Source: an optimization exercise on an open RTL-to-GDS flow (aim: small area, a short achievable clock period and few clock cycles per item). Production flows keep margins and buffers that such runs may drop. In this exercise RTL edits were held to simulation tests only and were not proved equivalent to the original.

$ cat flow/run.sh
#!/bin/bash
# synth_recipe.tcl (not shown) runs the flow's synth.tcl, then flattens the netlist and writes it again
# the make line also repeats each setting of config.mk as NAME=value (left out here)
make -C /OpenROAD-flow-scripts/flow DESIGN_CONFIG=/design/flow/config.mk WORK_HOME=/design/flow/orfs CLKGATE_MAP_FILE= SYNTH_SCRIPT=/design/flow/synth_recipe.tcl finish
$ cat flow/constraint.sdc
create_clock -name core_clock -period 10.0 [get_ports {clk}]
set_input_delay 2.0000 -clock core_clock [delete_from_list [all_inputs] [get_ports {clk}]]
set_output_delay 2.0000 -clock core_clock [all_outputs]
set_load 0.01 [all_outputs]
$ cat flow/design.v
`default_nettype none
package elg_pkg;
  localparam int WORD_BITS = 32;
  localparam logic CMD_SIGN   = 1'b0;
  localparam logic CMD_VERIFY = 1'b1;
  localparam logic [1:0] REG_MODULUS   = 2'd0;
  localparam logic [1:0] REG_GENERATOR = 2'd1;
  localparam logic [1:0] REG_SECRET    = 2'd2;
  localparam logic [1:0] REG_PUBLIC    = 2'd3;
endpackage
`default_nettype wire
`default_nettype none
module elg_mod_unit (
  input  wire logic        abit,
  input  wire logic [31:0] r,
  input  wire logic [31:0] b,
  input  wire logic [31:0] m,
  output logic      [31:0] r_next
);
  logic [34:0] x1;
  logic [34:0] y;
  logic [34:0] z1;
  logic [34:0] z2;
  logic [34:0] v;
  logic [34:0] s1;
  logic [34:0] c1;
  logic [34:0] s2;
  logic [34:0] c2;
  logic [34:0] d1;
  logic [34:0] d2;
  always_comb begin
    y  = abit ? {3'b000, b} : 35'd0;
    x1 = {2'b00, r, 1'b1};             
    z1 = {3'b111, ~m};                 
    z2 = {2'b11, ~m, 1'b1};            
    v  = {2'b00, r, 1'b0} + y;
    s1 = x1 ^ y ^ z1;
    c1 = (x1 & y) | (x1 & z1) | (y & z1);
    s2 = x1 ^ y ^ z2;
    c2 = (x1 & y) | (x1 & z2) | (y & z2);
    d1 = s1 + {c1[33:0], 1'b0};        
    d2 = s2 + {c2[33:0], 1'b0};        
    if (!d2[34]) begin
      r_next = d2[31:0];
    end else if (!d1[34]) begin
      r_next = d1[31:0];
    end else begin
      r_next = v[31:0];
    end
  end
endmodule
module elg_mont_step (
  input  wire logic [2:0]  d,        
  input  wire logic [1:0]  q,        
  input  wire logic [35:0] s,        
  input  wire logic [35:0] c,
  input  wire logic        cin,
  input  wire logic [33:0] b,        
  input  wire logic [31:0] p,
  output logic      [35:0] s_next,
  output logic      [35:0] c_next,
  output logic             cin_next
);
  logic [37:0] ss, cc, bb, mag, xr, yr;
  logic [37:0] s1, m1, c1, s2, m2, c2;
  logic        xneg;
  logic [2:0]  lo;
  always_comb begin
    ss = {{2{s[35]}}, s};
    cc = {{2{c[35]}}, c};
    bb = {{4{b[33]}}, b};
    case (d)
      3'b001, 3'b010, 3'b101, 3'b110: mag = bb;
      3'b011, 3'b100:                 mag = {bb[36:0], 1'b0};
      default:                        mag = 38'd0;
    endcase
    xneg = d[2] & ~(d[1] & d[0]);
    xr   = xneg ? ~mag : mag;
    case (q)
      2'd1:    yr = {6'd0, p};
      2'd2:    yr = {5'd0, p, 1'b0};
      2'd3:    yr = ~{6'd0, p[31:1], 1'b0};   
      default: yr = 38'd0;
    endcase
    s1 = ss ^ cc ^ xr;
    m1 = (ss & cc) | (ss & xr) | (cc & xr);
    c1 = {m1[36:0], xneg};
    s2 = s1 ^ c1 ^ yr;
    m2 = (s1 & c1) | (s1 & yr) | (c1 & yr);
    c2 = {m2[36:0], cin};
    lo = {1'b0, s2[1:0]} + {1'b0, c2[1:0]};
    s_next   = s2[37:2];
    c_next   = c2[37:2];
    cin_next = lo[2];
  end
endmodule
module elg_mont_q (
  input  wire logic [2:0] d,
  input  wire logic [1:0] b,
  input  wire logic [1:0] s,        
  input  wire logic [1:0] c,
  input  wire logic       cin,
  input  wire logic       p1,       
  output logic      [1:0] q
);
  logic [1:0] x;
  logic       xneg;
  logic [1:0] w;
  always_comb begin
    case (d)
      3'b001, 3'b010, 3'b101, 3'b110: x = b;
      3'b011, 3'b100:                 x = {b[0], 1'b0};
      default:                        x = 2'd0;
    endcase
    xneg = d[2] & ~(d[1] & d[0]);
    w = s + c + {1'b0, cin} + (xneg ? ~x : x) + {1'b0, xneg};
    q = p1 ? w : (2'd0 - w);
  end
endmodule
module elg_mont_look (
  input  wire logic [5:0] s,
  input  wire logic [5:0] c,
  input  wire logic       cin,
  input  wire logic [2:0] d0,       
  input  wire logic [2:0] d1,
  input  wire logic [2:0] d2,
  input  wire logic [1:0] q0,       
  input  wire logic [5:0] b,
  input  wire logic [5:0] p,
  output logic      [1:0] q1,
  output logic      [1:0] q2
);
  logic [5:0] mag0, x0, y0;
  logic [3:0] mag1, x1;
  logic [1:0] mag2, x2, xl1, xl2;
  logic       n0, n1, n2;
  logic [5:0] a1, b1, a2, b2, m1, m2;
  logic [5:0] l1;
  logic [1:0] w1;
  logic [3:0] yc [4];
  logic [5:0] f1, g1, f2, f3, g3, f4, f5, g5, f6;
  logic [5:0] h1 [4];
  logic [5:0] h2 [4];
  logic [5:0] l2 [4];
  logic [1:0] w2 [4];
  logic [1:0] q2c [4];
  always_comb begin
    case (d0)
      3'b001, 3'b010, 3'b101, 3'b110: mag0 = b;
      3'b011, 3'b100:                 mag0 = {b[4:0], 1'b0};
      default:                        mag0 = 6'd0;
    endcase
    n0 = d0[2] & ~(d0[1] & d0[0]);
    x0 = n0 ? ~mag0 : mag0;
    case (q0)
      2'd1:    y0 = p;
      2'd2:    y0 = {p[4:0], 1'b0};
      2'd3:    y0 = ~{p[5:1], 1'b0};
      default: y0 = 6'd0;
    endcase
    case (d1)
      3'b001, 3'b010, 3'b101, 3'b110: mag1 = b[3:0];
      3'b011, 3'b100:                 mag1 = {b[2:0], 1'b0};
      default:                        mag1 = 4'd0;
    endcase
    n1  = d1[2] & ~(d1[1] & d1[0]);
    x1  = n1 ? ~mag1 : mag1;
    xl1 = x1[1:0] + {1'b0, n1};
    case (d2)
      3'b001, 3'b010, 3'b101, 3'b110: mag2 = b[1:0];
      3'b011, 3'b100:                 mag2 = {b[0], 1'b0};
      default:                        mag2 = 2'd0;
    endcase
    n2  = d2[2] & ~(d2[1] & d2[0]);
    x2  = n2 ? ~mag2 : mag2;
    xl2 = x2 + {1'b0, n2};
    a1 = s ^ c ^ x0;
    m1 = (s & c) | (s & x0) | (c & x0);
    b1 = {m1[4:0], cin};
    a2 = a1 ^ b1 ^ y0;
    m2 = (a1 & b1) | (a1 & y0) | (b1 & y0);
    b2 = {m2[4:0], n0};
    l1 = a2 + b2;
    w1 = l1[3:2] + xl1;
    q1 = p[1] ? w1 : (2'd0 - w1);
    yc[0] = 4'd0;
    yc[1] = p[3:0];
    yc[2] = {p[2:0], 1'b0};
    yc[3] = ~{p[3:1], 1'b0};
    f1 = y0 ^ {x1, 2'b00} ^ {3'd0, n1, 1'b0, n0};
    g1 = (y0 & {x1, 2'b00}) | (y0 & {3'd0, n1, 1'b0, n0}) | ({x1, 2'b00} & {3'd0, n1, 1'b0, n0});
    f2 = {g1[4:0], 1'b0};
    f3 = a1 ^ b1 ^ f1;
    g3 = (a1 & b1) | (a1 & f1) | (b1 & f1);
    f4 = {g3[4:0], 1'b0};
    f5 = f3 ^ f4 ^ f2;
    g5 = (f3 & f4) | (f3 & f2) | (f4 & f2);
    f6 = {g5[4:0], 1'b0};
    for (int k = 0; k < 4; k++) begin
      h1[k]  = f5 ^ f6 ^ {yc[k], 2'b00};
      h2[k]  = (f5 & f6) | (f5 & {yc[k], 2'b00}) | (f6 & {yc[k], 2'b00});
      l2[k]  = h1[k] + {h2[k][4:0], 1'b0};
      w2[k]  = l2[k][5:4] + xl2;
      q2c[k] = p[1] ? w2[k] : (2'd0 - w2[k]);
    end
    case (q1)
      2'd0:    q2 = q2c[0];
      2'd1:    q2 = q2c[1];
      2'd2:    q2 = q2c[2];
      default: q2 = q2c[3];
    endcase
  end
endmodule
`default_nettype wire
`default_nettype none
module elgamal32_sign_verify_unit (
  input  wire logic                          clk,
  input  wire logic                          rst,
  input  wire logic                          psel,
  input  wire logic                          penable,
  input  wire logic                          pwrite,
  input  wire logic [3:0]                    paddr,
  input  wire logic [31:0]                   pwdata,
  output logic [31:0]                        prdata,
  output logic                               pready,
  input  wire logic                          req_valid,
  output logic                               req_stall,
  input  wire logic [128:0]                  req_word,
  output logic                               rsp_valid,
  input  wire logic                          rsp_stall,
  output logic [65:0]                        rsp_word
);
  localparam int NS = 41;
  localparam int I_IDLE = 0;
  localparam int I_ACC = 1;
  localparam int I_OUT = 2;
  localparam int I_EX_FETCH = 3;
  localparam int I_EX_DEC = 4;
  localparam int I_EX_SQ = 5;
  localparam int I_EX_MUL = 6;
  localparam int I_EX_END = 7;
  localparam int I_EX_CVT = 8;
  localparam int I_EX_FIX = 9;
  localparam int I_PC_GH = 10;
  localparam int I_PC_GG = 11;
  localparam int I_SG_GRED = 12;
  localparam int I_SG_A = 13;
  localparam int I_SG_KRED = 14;
  localparam int I_SG_KF = 15;
  localparam int I_EU_CHK = 16;
  localparam int I_EU_ALN = 17;
  localparam int I_EU_SUB = 18;
  localparam int I_EU_SWP = 19;
  localparam int I_EU_NEG = 20;
  localparam int I_SG_HR0 = 21;
  localparam int I_SG_HF = 22;
  localparam int I_SG_HRED = 23;
  localparam int I_SG_HR2 = 24;
  localparam int I_SG_U = 25;
  localparam int I_SG_T1 = 26;
  localparam int I_SG_T2 = 27;
  localparam int I_SG_S0 = 28;
  localparam int I_SG_S = 29;
  localparam int I_SG_FIN = 30;
  localparam int I_VF_R2 = 31;
  localparam int I_VF_R2B = 32;
  localparam int I_VF_HRED = 33;
  localparam int I_VF_HR2 = 34;
  localparam int I_VF_ARED = 35;
  localparam int I_VF_HA0 = 36;
  localparam int I_VF_HA = 37;
  localparam int I_VF_L = 38;
  localparam int I_VF_GRED = 39;
  localparam int I_VF_CMP = 40;
  localparam logic [5:0] ST_IDLE = 6'd0;
  localparam logic [5:0] ST_ACC = 6'd1;
  localparam logic [5:0] ST_OUT = 6'd2;
  localparam logic [5:0] ST_EX_FETCH = 6'd3;
  localparam logic [5:0] ST_EX_DEC = 6'd4;
  localparam logic [5:0] ST_EX_SQ = 6'd5;
  localparam logic [5:0] ST_EX_MUL = 6'd6;
  localparam logic [5:0] ST_EX_END = 6'd7;
  localparam logic [5:0] ST_EX_CVT = 6'd8;
  localparam logic [5:0] ST_EX_FIX = 6'd9;
  localparam logic [5:0] ST_PC_GH = 6'd10;
  localparam logic [5:0] ST_PC_GG = 6'd11;
  localparam logic [5:0] ST_SG_GRED = 6'd12;
  localparam logic [5:0] ST_SG_A = 6'd13;
  localparam logic [5:0] ST_SG_KRED = 6'd14;
  localparam logic [5:0] ST_SG_KF = 6'd15;
  localparam logic [5:0] ST_EU_CHK = 6'd16;
  localparam logic [5:0] ST_EU_ALN = 6'd17;
  localparam logic [5:0] ST_EU_SUB = 6'd18;
  localparam logic [5:0] ST_EU_SWP = 6'd19;
  localparam logic [5:0] ST_EU_NEG = 6'd20;
  localparam logic [5:0] ST_SG_HR0 = 6'd21;
  localparam logic [5:0] ST_SG_HF = 6'd22;
  localparam logic [5:0] ST_SG_HRED = 6'd23;
  localparam logic [5:0] ST_SG_HR2 = 6'd24;
  localparam logic [5:0] ST_SG_U = 6'd25;
  localparam logic [5:0] ST_SG_T1 = 6'd26;
  localparam logic [5:0] ST_SG_T2 = 6'd27;
  localparam logic [5:0] ST_SG_S0 = 6'd28;
  localparam logic [5:0] ST_SG_S = 6'd29;
  localparam logic [5:0] ST_SG_FIN = 6'd30;
  localparam logic [5:0] ST_VF_R2 = 6'd31;
  localparam logic [5:0] ST_VF_R2B = 6'd32;
  localparam logic [5:0] ST_VF_HRED = 6'd33;
  localparam logic [5:0] ST_VF_HR2 = 6'd34;
  localparam logic [5:0] ST_VF_ARED = 6'd35;
  localparam logic [5:0] ST_VF_HA0 = 6'd36;
  localparam logic [5:0] ST_VF_HA = 6'd37;
  localparam logic [5:0] ST_VF_L = 6'd38;
  localparam logic [5:0] ST_VF_GRED = 6'd39;
  localparam logic [5:0] ST_VF_CMP = 6'd40;
  logic        req_cmd;
  logic [31:0] req_hash;
  logic [31:0] req_k;
  logic [31:0] req_ain;
  logic [31:0] req_bin;
  assign req_cmd  = req_word[128];
  assign req_hash = req_word[127:96];
  assign req_k    = req_word[95:64];
  assign req_ain  = req_word[63:32];
  assign req_bin  = req_word[31:0];
  logic [31:0] p, g, x, h;
  logic        cfg_wr;
  logic        p_small;
  logic        mont;
  assign cfg_wr  = psel & penable & pwrite;
  assign p_small = (p[31:1] == 31'd0);
  assign mont    = p[0];
  assign nbig    = p[0] & p[31];
  assign pready  = 1'b1;
  always_ff @(posedge clk) begin
    if (rst) begin
      p <= 32'd2;
      g <= 32'd1;
      x <= 32'd0;
      h <= 32'd1;
    end else if (cfg_wr) begin
      case (paddr[3:2])
        elg_pkg::REG_MODULUS:   p <= pwdata;
        elg_pkg::REG_GENERATOR: g <= pwdata;
        elg_pkg::REG_SECRET:    x <= pwdata;
        default:                h <= pwdata;
      endcase
    end
  end
  always_comb begin
    case (paddr[3:2])
      elg_pkg::REG_MODULUS:   prdata = p;
      elg_pkg::REG_GENERATOR: prdata = g;
      elg_pkg::REG_SECRET:    prdata = x;
      default:                prdata = h;
    endcase
  end
  logic rqv, cmdq;
  always_ff @(posedge clk) begin
    rqv  <= req_valid & ~rst;
    cmdq <= req_cmd;
  end
  logic [5:0]    sb, state_n;
  logic [NS-1:0] state;
  always_comb begin
    for (int i = 0; i < NS; i++) state[i] = (sb == i);
  end
  logic [35:0] R, R_n;       
  logic [35:0] C, C_n;       
  logic        cin, cin_n;
  logic [33:0] A, A_n;       
  logic [33:0] B, B_n;       
  logic [31:0] M, M_n;       
  logic [33:0] V1, V1_n;     
  logic [33:0] V2, V2_n;     
  logic [31:0] R2, R2_n;     
  logic        r2v;          
  logic [33:0] V3, V3_n;     
  logic        gbusy, gbusy_n;
  logic        mm, mm_n;     
  logic [2:0]  md, md_n;     
  logic [1:0]  mq, mq_n;     
  logic        glast_n;
  logic [6:0]  gcnt, gcnt_n;
  logic [4:0]  ei, ei_n;     
  logic        one, one_n;   
  logic        shamir, shamir_n;
  logic        gsplit, gsplit_n;  
  logic        pre, pre_n;        
  logic        gv, gv_n;          
  logic [33:0] GH, GH_n;
  logic [33:0] GG, GG_n;
  logic [31:0] GM, GM_n;
  logic        isvf, isvf_n;
  logic        dv1, dv1_n, dv2, dv2_n, dv3, dv3_n, dgm, dgm_n, dgg, dgg_n;
  logic        f_aln, f_sub, f_sublast, f_t1, f_neg, f_madd, f_m;
  logic        mload;         
  logic        nbig;          
  logic [4:0]  j, j_n;       
  logic        neg, neg_n;   
  logic        tb, tb_n;     
  logic        se, se_n;
  logic        vf, vf_n;
  logic        stall_q, stall_n;
  logic        rv_q, rv_n;
  logic        eb1, eb2;     
  logic [31:0] r_next;
  logic [35:0] s_next, c_next;
  logic        cin_next;
  logic [35:0] t_sum;        
  logic [35:0] un;           
  logic        glast;
  logic        gl;           
  logic        gm;           
  logic        gmm;          
  logic [6:0]  gc;           
  elg_mod_unit u_mod (
    .abit   (A[31]),
    .r      (R[31:0]),
    .b      (B[31:0]),
    .m      (M),
    .r_next (r_next)
  );
  logic [35:0] s_mid, c_mid;
  logic        cin_mid;
  logic [1:0]  q_mid, q_nx;
  elg_mont_step u_mont1 (
    .d        (md),
    .q        (mq),
    .s        (R),
    .c        (C),
    .cin      (cin),
    .b        (B),
    .p        (p),
    .s_next   (s_mid),
    .c_next   (c_mid),
    .cin_next (cin_mid)
  );
  elg_mont_step u_mont2 (
    .d        (A[3:1]),
    .q        (q_mid),
    .s        (s_mid),
    .c        (c_mid),
    .cin      (cin_mid),
    .b        (B),
    .p        (p),
    .s_next   (s_next),
    .c_next   (c_next),
    .cin_next (cin_next)
  );
  elg_mont_look u_look (
    .s   (R[5:0]),
    .c   (C[5:0]),
    .cin (cin),
    .d0  (md),
    .d1  (A[3:1]),
    .d2  (A[5:3]),
    .q0  (mq),
    .b   (B[5:0]),
    .p   (p[5:0]),
    .q1  (q_mid),
    .q2  (q_nx)
  );
  logic [36:0] t_sum1;
  assign t_sum1 = {R, 1'b1} + {C, cin};
  assign t_sum  = t_sum1[36:1];
  assign un    = mm ? t_sum : {4'b0000, r_next};
  logic [1:0] q_first;
  logic [1:0] a_lo, b_lo;
  elg_mont_q u_qf (
    .d  ({a_lo, 1'b0}),
    .b  (b_lo),
    .s   (2'b00),
    .c   (2'b00),
    .cin (1'b0),
    .p1 (p[1]),
    .q  (q_first)
  );
  logic [31:0] f1, f2;
  logic [31:0] fe;
  always_comb begin
    fe = isvf ? req_hash : req_k;
    if (pre) begin
      f1 = 32'h0001_0000;
      f2 = 32'd0;
    end else if (gsplit) begin
      f1 = {16'd0, fe[31:16]};
      f2 = {16'd0, fe[15:0]};
    end else if (shamir) begin
      f1 = req_ain;
      f2 = req_bin;
    end else begin
      f1 = fe;
      f2 = 32'd0;
    end
  end
  always_ff @(posedge clk) begin
    eb1 <= f1[ei];
    eb2 <= f2[ei];
  end
  logic [33:0] base;
  always_comb begin
    case ({eb1, eb2})
      2'b01:   base = gsplit ? {2'b00, GM} : V2;
      2'b11:   base = gsplit ? GG : V3;
      default: base = gsplit ? GH : V1;
    endcase
  end
  logic [31:0] sopd, aopd;
  logic [32:0] eu_sub;
  logic [31:0] eu_add;
  always_comb begin
    if (f_aln)      sopd = {A[30:0], 1'b0};
    else if (f_t1)  sopd = R[31:0];
    else if (f_neg) sopd = B[31:0];
    else if (f_m)   sopd = M;
    else            sopd = A[31:0];
    aopd   = f_madd ? M : B[31:0];
    eu_sub = {1'b0, V1[31:0]} - {1'b0, sopd};
    eu_add = R[31:0] + aopd;
  end
  typedef enum logic [2:0] {R_HOLD, R_STEP, R_ZERO, R_BASE, R_ONE, R_B, R_ADD, R_SUB} rsel_t;
  typedef enum logic [3:0] {A_HOLD, A_STEP, A_SHR, A_EXT, A_R, A_UN, A_V1, A_V3, A_SUB} asel_t;
  typedef enum logic [3:0] {B_HOLD, B_SHL, B_SHR, B_ONE, B_R, B_UN, B_V2, B_BASE, B_R2} bsel_t;
  typedef enum logic [2:0] {V1_HOLD, V1_R, V1_M, V1_SUB, V1_A, V1_EXT} v1sel_t;
  typedef enum logic [1:0] {V2_HOLD, V2_R, V2_ZERO} v2sel_t;
  typedef enum logic [2:0] {V3_HOLD, V3_R, V3_ZERO, V3_B, V3_SUB} v3sel_t;
  typedef enum logic [2:0] {E_G, E_H, E_X, E_K, E_HASH, E_AIN, E_TOP} esel_t;
  rsel_t  rs;
  asel_t  as;
  bsel_t  bs;
  v1sel_t v1s;
  v2sel_t v2s;
  v3sel_t v3s;
  esel_t  es;
  logic [31:0] ext;
  logic [6:0]  cvt_cnt;      
  assign cvt_cnt = mont ? 7'd67 : 7'd31;
  always_comb begin
    state_n  = sb;
    rs       = R_HOLD;
    as       = A_HOLD;
    bs       = B_HOLD;
    v1s      = V1_HOLD;
    v2s      = V2_HOLD;
    v3s      = V3_HOLD;
    es       = E_G;
    mload    = 1'b0;
    gm       = 1'b0;
    gmm      = 1'b0;
    gc       = 7'd31;
    gbusy_n  = gbusy;
    gcnt_n   = gcnt;
    ei_n     = ei;
    one_n    = one;
    shamir_n = shamir;
    gsplit_n = gsplit;
    pre_n    = pre;
    gv_n     = gv;
    isvf_n   = isvf;
    dv1_n    = 1'b0;
    dv2_n    = 1'b0;
    dv3_n    = 1'b0;
    dgm_n    = 1'b0;
    dgg_n    = 1'b0;
    j_n      = j;
    neg_n    = neg;
    tb_n     = tb;
    se_n     = se;
    vf_n     = vf;
    stall_n  = 1'b1;
    rv_n     = rv_q;
    gl       = 1'b0;
    if (gbusy) begin
      rs     = R_STEP;
      as     = A_STEP;
      gcnt_n = gcnt - 7'd1;
      if (gcnt == 7'd0) gbusy_n = 1'b0;
    end
    unique case (1'b1)
      state[I_IDLE]: begin
        if (rqv) begin
          isvf_n = cmdq;
          if (p_small) begin
            v2s     = V2_ZERO;
            rs      = R_ZERO;
            se_n    = ~cmdq;
            vf_n    = 1'b0;
            stall_n = 1'b0;
            state_n = ST_ACC;
          end else if (cmdq == elg_pkg::CMD_SIGN) begin
            gsplit_n = 1'b0;
            pre_n    = 1'b0;
            if (mont && gv) begin
              gsplit_n = 1'b1;
              ei_n     = 5'd15;
              one_n    = 1'b1;
              shamir_n = 1'b0;
              state_n  = ST_EX_FETCH;
            end else begin
              gl = 1'b1; as = A_EXT; es = E_G; bs = B_ONE; gc = cvt_cnt;
              state_n = ST_SG_GRED;
            end
          end else begin
            gsplit_n = 1'b0;
            pre_n    = 1'b0;
            if (mont && !r2v) begin
              gl = 1'b1; as = A_EXT; es = E_TOP; bs = B_ONE; gc = 7'd72;
              state_n = ST_VF_R2;
            end else if (mont) begin
              gl = 1'b1; as = A_EXT; es = E_H; bs = B_R2; gmm = 1'b1; gc = 7'd9;
              state_n = ST_VF_HRED;
            end else begin
              gl = 1'b1; as = A_EXT; es = E_H; bs = B_ONE; gc = cvt_cnt;
              state_n = ST_VF_HRED;
            end
          end
        end
      end
      state[I_ACC]: begin
        rv_n    = 1'b1;
        state_n = ST_OUT;
      end
      state[I_OUT]: begin
        if (!rsp_stall) begin
          rv_n    = 1'b0;
          state_n = ST_IDLE;
        end
      end
      state[I_EX_FETCH]: state_n = ST_EX_DEC;
      state[I_EX_DEC]: begin
        if (one) begin
          if (eb1 | eb2) begin
            rs    = R_BASE;
            one_n = 1'b0;
          end
          if (ei == 5'd0) begin
            state_n = ST_EX_END;
          end else begin
            ei_n    = ei - 5'd1;
            state_n = ST_EX_FETCH;
          end
        end else begin
          gl = 1'b1; as = A_R; bs = B_R; gmm = mont; gc = mont ? 7'd9 : 7'd31;
          state_n = ST_EX_SQ;
        end
      end
      state[I_EX_SQ]: begin
        if (glast) begin
          if (eb1 | eb2) begin
            gl = 1'b1; as = A_UN; bs = B_BASE; gmm = mont; gc = mont ? 7'd9 : 7'd31;
            state_n = ST_EX_MUL;
          end else if (ei == 5'd0) begin
            state_n = ST_EX_END;
          end else begin
            gl = 1'b1; as = A_UN; bs = B_UN; gmm = mont; gc = mont ? 7'd9 : 7'd31;
            ei_n    = ei - 5'd1;
            state_n = ST_EX_SQ;
          end
        end
      end
      state[I_EX_MUL]: begin
        if (glast) begin
          if (ei == 5'd0) begin
            state_n = ST_EX_END;
          end else begin
            gl = 1'b1; as = A_UN; bs = B_UN; gmm = mont; gc = mont ? 7'd9 : 7'd31;
            ei_n    = ei - 5'd1;
            state_n = ST_EX_SQ;
          end
        end
      end
      state[I_EX_END]: begin
        if (pre) begin
          state_n = ST_PC_GH;
        end else if (one) begin
          rs = R_ONE;
          state_n = ST_EX_FIX;
        end else if (mont) begin
          gl = 1'b1; as = A_R; bs = B_ONE; gmm = 1'b1; gc = 7'd9;
          state_n = ST_EX_CVT;
        end else begin
          state_n = ST_EX_FIX;
        end
      end
      state[I_EX_CVT]: begin
        if (glast) state_n = ST_EX_FIX;
      end
      state[I_EX_FIX]: begin
        if (R[35]) rs = R_ADD;
        if (!isvf)       state_n = ST_SG_A;
        else if (shamir) state_n = ST_VF_L;
        else             state_n = ST_VF_CMP;
      end
      state[I_PC_GH]: begin
        gl = 1'b1; as = A_V1; bs = B_R; gmm = 1'b1; gc = 7'd9;
        state_n = ST_PC_GG;
      end
      state[I_PC_GG]: begin
        if (glast) begin
          dgg_n    = 1'b1;
          gv_n     = 1'b1;
          pre_n    = 1'b0;
          gsplit_n = 1'b1;
          ei_n     = 5'd15;
          one_n    = 1'b1;
          state_n  = ST_EX_FETCH;
        end
      end
      state[I_SG_GRED]: begin
        if (glast) begin
          dv1_n    = 1'b1;
          dgm_n    = mont;
          one_n    = 1'b1;
          shamir_n = 1'b0;
          pre_n    = mont & ~gv;
          gsplit_n = mont & gv;
          ei_n     = ~mont ? 5'd31 : (gv ? 5'd15 : 5'd16);
          state_n  = ST_EX_FETCH;
        end
      end
      state[I_SG_A]: begin
        v2s = V2_R;
        if (nbig) begin
          v1s     = V1_EXT; es = E_K;
          mload   = 1'b1;
          state_n = ST_SG_KF;
        end else begin
          gl = 1'b1; as = A_EXT; es = E_K; bs = B_ONE; gm = 1'b1;
          state_n = ST_SG_KRED;
        end
      end
      state[I_SG_KF]: begin
        v1s     = V1_M;
        as      = eu_sub[32] ? A_V1 : A_SUB;
        rs      = R_ZERO;
        bs      = B_ONE;
        j_n     = 5'd0;
        neg_n   = 1'b0;
        state_n = ST_EU_ALN;
      end
      state[I_SG_KRED]: begin
        if (glast) begin
          v1s     = V1_M;
          as      = A_UN;
          rs      = R_ZERO;
          bs      = B_ONE;
          j_n     = 5'd0;
          neg_n   = 1'b0;
          state_n = ST_EU_ALN;
        end
      end
      state[I_EU_CHK]: begin
        if (A[31:0] == 32'd0) begin
          v3s     = V3_ZERO;
          state_n = ST_SG_HR0;
        end else if (A[31:0] == 32'd1) begin
          if (neg) begin
            v1s     = V1_M;
            state_n = ST_EU_NEG;
          end else begin
            v3s     = V3_B;
            state_n = ST_SG_HR0;
          end
        end else begin
          state_n = ST_EU_ALN;
        end
      end
      state[I_EU_ALN]: begin
        if (A[31:0] == 32'd0) begin
          v3s     = V3_ZERO;
          state_n = ST_SG_HR0;
        end else if (A[31:0] == 32'd1) begin
          if (neg) begin
            v1s     = V1_M;
            state_n = ST_EU_NEG;
          end else begin
            v3s     = V3_B;
            state_n = ST_SG_HR0;
          end
        end else if (!A[31] && !eu_sub[32]) begin
          j_n = j + 5'd1;
        end else begin
          state_n = ST_EU_SUB;
        end
      end
      state[I_EU_SUB]: begin
        if (j == 5'd0) begin
          neg_n   = ~neg;
          state_n = ST_EU_ALN;
        end else begin
          as  = A_SHR;
          bs  = B_SHR;
          j_n = j - 5'd1;
        end
      end
      state[I_EU_SWP]: begin
        v1s     = V1_A;
        as      = A_V1;
        rs      = R_B;
        bs      = B_R;
        neg_n   = ~neg;
        state_n = ST_EU_ALN;
      end
      state[I_EU_NEG]: begin
        v3s     = V3_SUB;
        state_n = ST_SG_HR0;
      end
      state[I_SG_HR0]: begin
        if (nbig) begin
          v1s     = V1_EXT; es = E_HASH;
          state_n = ST_SG_HF;
        end else begin
          gl = 1'b1; as = A_EXT; es = E_HASH; bs = B_ONE; gm = 1'b1;
          state_n = ST_SG_HRED;
        end
      end
      state[I_SG_HF]: begin
        if (!eu_sub[32]) v1s = V1_SUB;
        gl = 1'b1; as = A_EXT; es = E_X; bs = B_V2; gm = 1'b1;
        state_n = ST_SG_U;
      end
      state[I_SG_HRED]: begin
        if (glast) state_n = ST_SG_HR2;
      end
      state[I_SG_HR2]: begin
        v1s = V1_R;
        gl = 1'b1; as = A_EXT; es = E_X; bs = B_V2; gm = 1'b1;
        state_n = ST_SG_U;
      end
      state[I_SG_U]: begin
        if (glast) state_n = ST_SG_T1;
      end
      state[I_SG_T1]: begin
        rs      = R_SUB;
        tb_n    = eu_sub[32];
        state_n = ST_SG_T2;
      end
      state[I_SG_T2]: begin
        if (tb) rs = R_ADD;
        state_n = ST_SG_S0;
      end
      state[I_SG_S0]: begin
        gl = 1'b1; as = A_V3; bs = B_R; gm = 1'b1;
        state_n = ST_SG_S;
      end
      state[I_SG_S]: begin
        if (glast) state_n = ST_SG_FIN;
      end
      state[I_SG_FIN]: begin
        se_n    = (R[31:0] == 32'd0);
        vf_n    = 1'b0;
        stall_n = 1'b0;
        state_n = ST_ACC;
      end
      state[I_VF_R2]: begin
        if (glast) state_n = ST_VF_R2B;
      end
      state[I_VF_R2B]: begin
        gl = 1'b1; as = A_EXT; es = E_H; bs = B_R; gmm = 1'b1; gc = 7'd9;
        state_n = ST_VF_HRED;
      end
      state[I_VF_HRED]: begin
        if (glast) state_n = ST_VF_HR2;
      end
      state[I_VF_HR2]: begin
        v1s = V1_R;
        if (mont) begin
          gl = 1'b1; as = A_EXT; es = E_AIN; bs = B_R2; gmm = 1'b1; gc = 7'd9;
        end else begin
          gl = 1'b1; as = A_EXT; es = E_AIN; bs = B_ONE; gc = cvt_cnt;
        end
        state_n = ST_VF_ARED;
      end
      state[I_VF_ARED]: begin
        if (glast) begin
          dv2_n = 1'b1;
          state_n = ST_VF_HA0;
        end
      end
      state[I_VF_HA0]: begin
        gl = 1'b1; as = A_V1; bs = B_R; gmm = mont; gc = mont ? 7'd9 : 7'd31;
        state_n = ST_VF_HA;
      end
      state[I_VF_HA]: begin
        if (glast) begin
          dv3_n    = 1'b1;
          ei_n     = 5'd31;
          one_n    = 1'b1;
          shamir_n = 1'b1;
          gsplit_n = 1'b0;
          pre_n    = 1'b0;
          state_n  = ST_EX_FETCH;
        end
      end
      state[I_VF_L]: begin
        v3s = V3_R;
        if (mont && gv) begin
          gsplit_n = 1'b1;
          pre_n    = 1'b0;
          shamir_n = 1'b0;
          ei_n     = 5'd15;
          one_n    = 1'b1;
          state_n  = ST_EX_FETCH;
        end else begin
          gl = 1'b1; as = A_EXT; es = E_G; bs = B_ONE; gc = cvt_cnt;
          state_n = ST_VF_GRED;
        end
      end
      state[I_VF_GRED]: begin
        if (glast) begin
          dv1_n    = 1'b1;
          dgm_n    = mont;
          one_n    = 1'b1;
          shamir_n = 1'b0;
          pre_n    = mont & ~gv;
          gsplit_n = mont & gv;
          ei_n     = ~mont ? 5'd31 : (gv ? 5'd15 : 5'd16);
          state_n  = ST_EX_FETCH;
        end
      end
      state[I_VF_CMP]: begin
        vf_n    = (R[33:0] == V3);
        se_n    = 1'b0;
        v2s     = V2_ZERO;
        rs      = R_ZERO;
        stall_n = 1'b0;
        state_n = ST_ACC;
      end
      default: state_n = ST_IDLE;
    endcase
    if (gl) begin
      rs      = R_ZERO;
      gbusy_n = 1'b1;
      gcnt_n  = gc;
    end
  end
  always_comb begin
    if (state[I_EX_SQ] || state[I_EX_MUL]) begin
      a_lo = t_sum[1:0];
      b_lo = (state[I_EX_SQ] && (eb1 | eb2)) ? base[1:0] : t_sum[1:0];
    end else if (state[I_PC_GH]) begin
      a_lo = V1[1:0];
      b_lo = R[1:0];
    end else if (state[I_VF_HA0]) begin
      a_lo = V1[1:0];
      b_lo = R[1:0];
    end else if (state[I_IDLE] || state[I_VF_HR2]) begin
      a_lo = ext[1:0];
      b_lo = R2[1:0];
    end else if (state[I_VF_R2B]) begin
      a_lo = ext[1:0];
      b_lo = R[1:0];
    end else if (state[I_EX_END]) begin
      a_lo = R[1:0];
      b_lo = 2'd1;
    end else begin
      a_lo = R[1:0];
      b_lo = R[1:0];
    end
  end
  always_comb begin
    case (es)
      E_G:     ext = g;
      E_H:     ext = h;
      E_X:     ext = x;
      E_K:     ext = req_k;
      E_HASH:  ext = req_hash;
      E_AIN:   ext = req_ain;
      default: ext = 32'h8000_0000;
    endcase
  end
  always_comb begin
    case (rs)
      R_HOLD:  R_n = R;
      R_STEP:  R_n = mm ? (glast ? t_sum : s_next) : {4'b0000, r_next};
      R_ZERO:  R_n = 36'd0;
      R_BASE:  R_n = {{2{base[33]}}, base};
      R_ONE:   R_n = 36'd1;
      R_B:     R_n = {{2{B[33]}}, B};
      R_ADD:   R_n = {4'b0000, eu_add};
      default: R_n = {4'b0000, eu_sub[31:0]};
    endcase
    case (as)
      A_HOLD:  A_n = A;
      A_STEP:  A_n = mm ? {{4{A[33]}}, A[33:4]} : {A[32:0], 1'b0};
      A_SHR:   A_n = {3'b000, A[31:1]};
      A_EXT:   A_n = {2'b00, ext};
      A_R:     A_n = R[33:0];
      A_UN:    A_n = un[33:0];
      A_V1:    A_n = V1;
      A_SUB:   A_n = {2'b00, eu_sub[31:0]};
      default: A_n = V3;
    endcase
    case (bs)
      B_HOLD:  B_n = B;
      B_SHL:   B_n = {2'b00, B[30:0], 1'b0};
      B_SHR:   B_n = {3'b000, B[31:1]};
      B_ONE:   B_n = 34'd1;
      B_R:     B_n = R[33:0];
      B_UN:    B_n = un[33:0];
      B_V2:    B_n = V2;
      B_R2:    B_n = {2'b00, R2};
      default: B_n = base;
    endcase
    case (v1s)
      V1_R:    V1_n = R[33:0];
      V1_M:    V1_n = {2'b00, M};
      V1_SUB:  V1_n = {2'b00, eu_sub[31:0]};
      V1_A:    V1_n = A;
      V1_EXT:  V1_n = {2'b00, ext};
      default: V1_n = V1;
    endcase
    case (v2s)
      V2_R:    V2_n = R[33:0];
      V2_ZERO: V2_n = 34'd0;
      default: V2_n = V2;
    endcase
    case (v3s)
      V3_R:    V3_n = R[33:0];
      V3_ZERO: V3_n = 34'd0;
      V3_B:    V3_n = B;
      V3_SUB:  V3_n = {2'b00, eu_sub[31:0]};
      default: V3_n = V3;
    endcase
    M_n  = (gl | mload) ? ((gm | mload) ? (p - 32'd1) : p) : M;
    mm_n = gl ? gmm : mm;
    GH_n = state[I_PC_GH] ? R[33:0] : GH;
    GG_n = dgg ? R[33:0] : GG;
    GM_n = dgm ? R[31:0] : GM;
    R2_n = state[I_VF_R2B] ? R[31:0] : R2;
    if (dv1) V1_n = R[33:0];
    if (dv2) V2_n = R[33:0];
    if (dv3) V3_n = R[33:0];
    if (f_aln & ~A[31] & ~eu_sub[32] & (A[31:1] != 31'd0)) begin
      A_n = {A[32:0], 1'b0};
      B_n = {B[32:0], 1'b0};
    end
    if (f_sub & ~f_sublast & ~eu_sub[32]) begin
      V1_n = {2'b00, eu_sub[31:0]};
      R_n  = {4'b0000, eu_add};
    end
    if (f_sublast) begin
      V1_n = A;
      R_n  = {{2{B[33]}}, B};
      A_n  = {2'b00, (eu_sub[32] ? V1[31:0] : eu_sub[31:0])};
      B_n  = eu_sub[32] ? R[33:0] : {2'b00, eu_add};
    end
    C_n   = gl ? 36'd0 : ((gbusy & mm & ~glast) ? c_next : C);
    cin_n = gl ? 1'b0 : ((gbusy & mm & ~glast) ? cin_next : cin);
    md_n    = gl ? {a_lo, 1'b0} : ((gbusy & mm & ~glast) ? A[5:3] : md);
    mq_n    = gl ? q_first : ((gbusy & mm & ~glast) ? q_nx : mq);
    glast_n = gbusy_n & (gcnt_n == 7'd0);
  end
  always_ff @(posedge clk) begin
    R      <= R_n;
    C      <= C_n;
    cin    <= cin_n;
    A      <= A_n;
    B      <= B_n;
    M      <= M_n;
    V1     <= V1_n;
    V2     <= V2_n;
    R2     <= R2_n;
    V3     <= V3_n;
    mm     <= mm_n;
    md     <= md_n;
    mq     <= mq_n;
    gcnt   <= gcnt_n;
    ei     <= ei_n;
    one    <= one_n;
    shamir <= shamir_n;
    gsplit <= gsplit_n;
    pre    <= pre_n;
    GH     <= GH_n;
    GG     <= GG_n;
    GM     <= GM_n;
    isvf   <= isvf_n;
    dv1    <= dv1_n;
    dv2    <= dv2_n;
    dv3    <= dv3_n;
    dgm    <= dgm_n;
    dgg    <= dgg_n;
    f_aln  <= (state_n == ST_EU_ALN);
    f_sub  <= (state_n == ST_EU_SUB);
    f_sublast <= (state_n == ST_EU_SUB) && (j_n == 5'd0);
    f_t1   <= (state_n == ST_SG_T1);
    f_neg  <= (state_n == ST_EU_NEG);
    f_m    <= (state_n == ST_SG_KF) || (state_n == ST_SG_HF);
    f_madd <= (state_n == ST_SG_T2) || (state_n == ST_EX_FIX);
    j      <= j_n;
    neg    <= neg_n;
    tb     <= tb_n;
    se     <= se_n;
    vf     <= vf_n;
    if (rst) begin
      sb      <= ST_IDLE;
      gv      <= 1'b0;
      r2v     <= 1'b0;
      gbusy   <= 1'b0;
      glast   <= 1'b0;
      stall_q <= 1'b1;
      rv_q    <= 1'b0;
    end else begin
      sb      <= state_n;
      gv      <= gv_n & ~(cfg_wr & (paddr[3:2] == elg_pkg::REG_MODULUS || paddr[3:2] == elg_pkg::REG_GENERATOR));
      r2v     <= (r2v | state[I_VF_R2B]) & ~(cfg_wr & (paddr[3:2] == elg_pkg::REG_MODULUS));
      gbusy   <= gbusy_n;
      glast   <= glast_n;
      stall_q <= stall_n;
      rv_q    <= rv_n;
    end
  end
  assign req_stall = stall_q;
  assign rsp_valid = rv_q;
  assign rsp_word  = {V2[31:0], R[31:0], se, vf};
endmodule
`default_nettype wire
$ cat flow/config.mk
export PLATFORM = sky130hd
export DESIGN_NAME = elgamal32_sign_verify_unit
export DESIGN_NICKNAME = elgamal32_sign_verify_unit
export VERILOG_FILES = /design/flow/design.v
export SDC_FILE = /design/flow/constraint.sdc
export NUM_CORES = 4
export LEC_CHECK = 0
export CAP_MARGIN = 20
export CORE_MARGIN = 2
export CORE_UTILIZATION = 40
export SETUP_SLACK_MARGIN = 4.5
export SLEW_MARGIN = 20
==> summary.md <==
| Metric | Value |
|---|---|
| Detail Route Antenna Nets | 0 |
| Synth Area in Compound Gates | 25.4% |
| Crit path DAT | 6.65 ns |
| WP data required | 10.60 ns |
| Dpl cells | 9183 |
| Hold slack | 0.466 ns |
| CP max stage cell | fa_2 |
| Setup ws final | 3.95 ns |
| Std cell rows | 142 |
| Post-synth top area cell | edfxtp_1 |
| Overflow after GRT | 0 |
| Post-synthesis cell count | 7351 |
| Worst Setup Path Type | reg2reg |
| HP Class | reg2reg |
| Wire per inst | 36.3 um |
| Most common cell after layout, fill and taps aside | nand2_1 |
| Pre-antenna DRT Iters | 10 |
| Slew at the pin closest to its max-slew limit | 1.31 ns |
| Simple-Gate Fraction of Synth Area | 16.8% |
| Number of synthesis warnings | 11 |
| First-pass GRT wire length | 470 mm |
| Final Skew | 0.0372 ns |
| Setup TNS | 0 ns |
| Yosys top cell area share | 19.3% |
| Core footprint | 150000 um2 |
| Crit Path Max Fanout | 36 |
| H-tree levels | 3 |
| Total CTS buffers | 80 |
| Cell Area, Synth | between 60000 and 70000 um2 |
| Synth area leaders | edfxtp_1 19%, fa_1 7.7%, dfxtp_1 6.9% |
| Finish-stage setup viols | 0 |
| Vias per cell | 6.98 |
| Port Buffers | 269 |
| Crit path max-delay family | adder cells |
| DP HPWL | about 240 mm |
| Die area | 153000 um2 |
| RSZ-0062 raised after global routing | true |
| Final nets | 7983 |
| Slew HR | 11.5% |
| Share of cells above drive strength 1 | 12.8% |
| Most frequent CP cell | fa_1 |
| Gr usage total | 43.2% |
| Setup WS pre-CTS | 2.40 ns |
| Initial DRC count | 11600 |
| Drt total wl | 344 mm |
| Vias in the first global route | 59800 |
| Top_reg_cell synth | edfxtp_1 |
| Die Y | roughly 400 um |
| Clock buffer depth | 3 |
| Critical Path Start Type | register |
| CP peak stage delay | 0.62 ns |
| Ordered list of cells on the worst path | xor2_4 -> buf_6 -> a221oi_4 -> inv_1 -> ha_1 -> fa_1 -> inv_2 -> fa_2 -> buf_6 -> fa_1 -> a21o_1 -> fa_1 -> inv_2 -> ha_4 -> nand2_2 -> xnor2_2 -> xnor2_1 -> xor2_1 -> a211oi_2 -> o211ai_1 -> o31a_1 |
| Max-slew violation count | 0 |
| Initial antenna violation count | 32 |
| Clock sink count | between 500 and 600 |
| Ys async rst share | 0% |
| Post-synthesis sequential area ratio | approximately a quarter |
| Vias | 66100 |
| MaxCap Viol Count | 0 |
| Final cell count without fillers | 9464 |
| Clk slew on worst S/H paths | 0.06 ns |
| Initial Util | 40.2% |
| Multiplexer area fraction after synthesis | 6.59% |
| Area Overhead vs Synth | 16.7% |
| Overall die width | about 400 um |
| Routability Congestion | ~1.1 |
| Main combinational cell family by area after synthesis | compound AO/OA/AOI/OAI gates |
| Post-Layout Inst Area | about 70000 um2 |
| Fin. Hold Viols | 0 |
| TritonCTS clock tree | built |
| Placed instance area | 64600 um2 |
| Final min period | about 6 ns |
| Post-synth EDFFs | just under 400 |
| Clk Latency, worst-skew pair | between 0.7 and 0.8 ns |
| # fillers | 14800 |
| Pin count of the biggest net entering global routing | 107 |
| Synth Net Count | 7975 |
| CP bufs+invs | 5 |
| Root Driver | clkbuf_16 |
| Max Fclk | between 0.15 and 0.2 GHz |
| Most frequent cells in the layout | 960 x nand2_1, 622 x a21oi_1, 532 x nor2_1, 414 x inv_1, 387 x edfxtp_1 |
| Hold-fix buffers, CTS | 0 |
| CP endpoint kind | register |
| Status | finished clean |
| DRC violations left | 0 |
| Synth Area in Adders | 12.3% |
| Synth unique cells | 100 |
| Register bit total from synthesis | 595 |
| Period Utilization, post-route | around three fifths |
| Synth Area in XOR/XNOR | about 5% |
| Mean Syn Cell Area | roughly 8.2 um2 |
| I/O pin total | ~270 |
## worst paths after layout
kind | startpoint | endpoint | slack [ns] | depth (start not counted)
setup / recovery | A[1]$_DFFE_PP_ | mq[1]$_DFFE_PP_ | 3.95 | 21
hold / removal | g[27]$_SDFFE_PP0P_ | g[27]$_SDFFE_PP0P_ | 0.47 | 2
setup reg to reg | A[1]$_DFFE_PP_ | mq[1]$_DFFE_PP_ | 3.95 | 21
hold reg to reg | g[27]$_SDFFE_PP0P_ | g[27]$_SDFFE_PP0P_ | 0.47 | 2
## per-layer routing
layer,track usage (%),share of wire (%),up-vias
li1,-,-,26800
met1,56.0,37,32200
met2,58.7,39,5707
met3,17.2,15,1301
met4,28.9,8.2,22
met5,0.415,0.063,-
## cells by family after synthesis
group                    Yosys count
adder cells (fa/ha/maj)          452
AND/OR/NAND/NOR                 2236
flip-flops                       595
multiplexers                     320
buffers and inverters           1118
XOR/XNOR                         348
AO/OA/AOI/OAI                   2281
other                              1
## what timing repair did
item,in CTS,in global routing
resized for setup,190,209
cloned,8,2
hold endpoints to repair,0,0
buffers inserted,55,41
setup endpoints to repair,355,272
pin swaps,56,118
## Yosys cell counts (127+ instances only)
cell / instances
nand2_1: 974
a21oi_1: 638
nor2_1: 556
clkbuf_1: 521
inv_1: 423
o21ai_0: 391
edfxtp_1: 387
fa_1: 231
ha_1: 221
xnor2_1: 219
dfxtp_1: 208
mux2i_1: 182
o211ai_1: 168
nor3_1: 134
a22oi_1: 130
xor2_1: 127
## state kept, by name, summed over array words and instances (netlist names), 5 cells and up
name and cells:
A 34, sb 6, ei 5, h 32, V1 34, p 32, GH 34, GG 34
V3 34, j 5, x 32, M 32, gcnt 7, V2 34, C 36, B 34
R 36, g 32, R2 32, GM 32
## worst reg2reg max path: cells and delay by family (launching register included)
| family | cells | cell delay (ns) |
|---|---|---|
| AO/OA/AOI/OAI | 5 | 1.28 |
| XOR/XNOR | 4 | 0.78 |
| adder cells (fa/ha/maj) | 6 | 2.68 |
| buffers and inverters | 5 | 0.58 |
| flip-flops | 1 | 0.53 |
| AND/OR/NAND/NOR | 1 | 0.07 |
## through the flow
stage / utilization, %
6_report: 46.9
4_1_cts: 45.9
3_3_place_gp: 43.2
2_1_floorplan: -
5_1_grt: 46.8
3_5_place_dp: 43.2
## layout make-up
cell class              instances  area [um2]  area share (%)
diodes                         22        55.1          0.0785
clock buffers                 105        2240            3.19
clock inverters                44         482           0.687
inverters                     429        1640            2.34
multi-input cells            5641       41500            59.2
flip-flops and latches        595       15800            22.6
well taps                    2016        2520            3.60
repair buffers                612        5860            8.36
Testbench counts, summed over its fixed seeds: cycles 204,547, items 320.

==> re-timing with driven ports <==
No port has a modelled driver above. Below, the same layout with a new extraction and two added sets of constraints.
Step 1 assumes that a clkbuf_16 drives the clock port and a buf_2 every other input.
Step 2, shift: input delay + t, output delay - t, t = (earliest + latest rising clock arrival at the registers) / 2. This alone moves slack from input paths to output paths.
a / b / c = ideal / step 1 / step 2; a / b = the first two.
shift t [ns]: 0.812
slack for setup (ns): 3.950 / 3.950 / 3.950
slew at the worst register clock pin (ns): 0.07 / 0.07
After both steps setup and hold are still met in this run. The setup slack of this run moves by 0.000 ns with the drivers and by 0.000 ns with both steps.
